Context: an optimization exercise on an open-source flow, tuned for small area. The choices shown serve that exercise and are no tape-out recipe.
In this exercise RTL edits were held to simulation tests only and were not proved equivalent to the original.
Power and IR drop assume default switching activity.

==> module fft_stage_control, before the edit <==
module fft_stage_control (
   input  logic                clk,
   input  logic                rst_n,
   input  logic                full,        
   output logic                load_go,
   output logic                loading,
   output logic [3:0]          ld_idx,
   output logic [1:0]          stage,
   output logic                wb,
   output logic                use_acc,
   output logic                w4_sel,
   output logic [3:0]          mstep_eff,
   output logic [2:0]          n_eff,
   output logic                out_start
);
   localparam logic [1:0] ST_IDLE = 2'd0;
   localparam logic [1:0] ST_LOAD = 2'd1;
   localparam logic [1:0] ST_COMP = 2'd2;
   logic [1:0]          st;
   logic [3:0]          phase;
   logic [2:0]          rot;
   logic [3:0]          mstep;
   logic [2:0]          nreg;
   logic                comp;
   logic                w4;
   logic                triv;
   logic                cap;
   logic                wbn;
   logic [3:0]          cap_ph;
   logic [3:0]          wb_ph;
   logic                cap_ok;
   logic [2:0]          last_rot;
   logic [2:0]          n_cap;
   assign comp    = (st == ST_COMP);
   assign load_go = full & (st == ST_IDLE);
   assign loading = load_go | (st == ST_LOAD);
   assign ld_idx  = phase;
   function automatic logic [3:0] cap_phase(input logic s3, input logic [2:0] r);
      if (!s3)
      begin
         case (r[1:0])
            2'd0:    cap_phase = 4'd1;
            2'd1:    cap_phase = 4'd3;
            2'd2:    cap_phase = 4'd9;
            default: cap_phase = 4'd11;
         endcase
      end
      else
      begin
         case (r)
            3'd0:    cap_phase = 4'd1;
            3'd1:    cap_phase = 4'd2;
            3'd2:    cap_phase = 4'd3;
            3'd3:    cap_phase = 4'd5;
            3'd4:    cap_phase = 4'd6;
            default: cap_phase = 4'd7;
         endcase
      end
   endfunction
   assign cap_ph   = cap_phase(stage[0], rot);
   assign wb_ph    = cap_phase(stage[0], rot - 3'd1);
   assign last_rot = stage[1] ? (stage[0] ? 3'd6 : 3'd4) : 3'd0;
   assign cap_ok   = stage[1] & (rot != last_rot);
   assign cap      = comp & cap_ok & (phase == cap_ph);
   assign wbn      = comp & stage[1] & (rot != 3'd0) & (phase == wb_ph);
   assign n_cap    = stage[0] ? phase[2:0] : {phase[1:0], 1'b0};
   always_comb begin
      case (stage)
         2'd0:
         begin
            triv = ~phase[0];
            w4   = 1'b0;
         end
         2'd1:
         begin
            triv = ~phase[1];
            w4   = phase[0];
         end
         2'd2:
         begin
            triv = ~phase[2] & ~phase[0];
            w4   = phase[1];
         end
         default:
         begin
            triv = ~phase[3] & ~phase[1] & ~phase[0];
            w4   = phase[2];
         end
      endcase
   end
   assign wb        = comp & (((rot == 3'd0) & triv) | wbn);
   assign use_acc   = wbn;
   assign w4_sel    = wbn ? nreg[2] : w4;
   assign mstep_eff = cap ? 4'd0 : mstep;
   assign n_eff     = cap ? n_cap : nreg;
   assign out_start = comp & (&phase) & (&stage) & (rot == last_rot);
   always_ff @(posedge clk or negedge rst_n) begin
      if (!rst_n)
      begin
         st <= ST_IDLE;
      end
      else
      begin
         case (st)
            ST_IDLE:
            begin
               if (load_go)
               begin
                  st <= ST_LOAD;
               end
            end
            ST_LOAD:
            begin
               if (&phase)
               begin
                  st <= ST_COMP;
               end
            end
            default:
            begin
               if ((&phase) & (&stage) & (rot == last_rot))
               begin
                  st <= ST_IDLE;
               end
            end
         endcase
      end
   end
   always_ff @(posedge clk) begin
      phase <= ((st == ST_IDLE) & ~load_go) ? 4'd0 : phase + 4'd1;
      if ((st == ST_LOAD) & (&phase))
      begin
         stage <= 2'd0;
         rot   <= 3'd0;
      end
      else if (comp & (&phase))
      begin
         if (rot == last_rot)
         begin
            rot   <= 3'd0;
            stage <= stage + 2'd1;
         end
         else
         begin
            rot <= rot + 3'd1;
         end
      end
      mstep <= cap ? 4'd1 : mstep + 4'd1;
      if (cap)
      begin
         nreg <= n_cap;
      end
   end
endmodule
clock: 10.0 ns
lec_check: 0
cap_margin: 20
core_margin: 2
core_utilization: 60
cts_buf_list: sky130_fd_sc_hd__clkbuf_8
cts_cluster_diameter: 50
cts_cluster_size: 18
slew_margin: 20
run.sh (not shown) runs the stock make flow with config.mk's settings and CLKGATE_MAP_FILE= SYNTH_SCRIPT=/design/flow/synth_recipe.tcl, a recipe that flattens the netlist after the stock synthesis.
Then changed:
--- a/flow/design.v
+++ b/flow/design.v
@@ -104,13 +104,13 @@
    logic                cap_ok;
    logic [2:0]          last_rot;
    logic [2:0]          n_cap;
    assign comp    = (st == ST_COMP);
    assign load_go = full & (st == ST_IDLE);
    assign loading = load_go | (st == ST_LOAD);
-   assign ld_idx  = phase;
+   assign ld_idx  = (st == ST_LOAD) ? phase : 4'd0;
    function automatic logic [3:0] cap_phase(input logic s3, input logic [2:0] r);
       if (!s3)
       begin
          case (r[1:0])
             2'd0:    cap_phase = 4'd1;
             2'd1:    cap_phase = 4'd3;
@@ -197,13 +197,13 @@
                end
             end
          endcase
       end
    end
    always_ff @(posedge clk) begin
-      phase <= ((st == ST_IDLE) & ~load_go) ? 4'd0 : phase + 4'd1;
+      phase <= load_go ? 4'd1 : phase + 4'd1;
       if ((st == ST_LOAD) & (&phase))
       begin
          stage <= 2'd0;
          rot   <= 3'd0;
       end
       else if (comp & (&phase))
Effect: Via count climbs by 1.2%; wire length falls by 1.4%; cell area rose by 0.89%; combinational power is higher to 3.7 times its value; clock skew came out higher by 25 ps; first-iteration DRC count came out lower by 21%; non-clock buffer count is higher by 8.

separate check: timing with driven ports:
In the flow no input, the clock included, has a driving cell. The finished layouts below were timed again as built, in two steps. Step 1: set_driving_cell puts a clkbuf_16 on clk and a buf_2 on each other input, an assumption about the parent block. Step 2 adds t to the input delays and takes it off the output delays; t is the mean of the earliest and latest rising clock arrival at the registers after step 1. Input paths then give back, and output paths get back, about the clock's delay inside the block. Three values: ideal ports, drivers, drivers and shift; two values: the first two.
run	t, ns	setup slack, ns	pins driven straight from the clock port
the first run	0.698	2.231 / 2.231 / 2.231	1
the second run	0.690	2.644 / 2.644 / 2.644	1
After both steps every run listed still meets setup and hold.
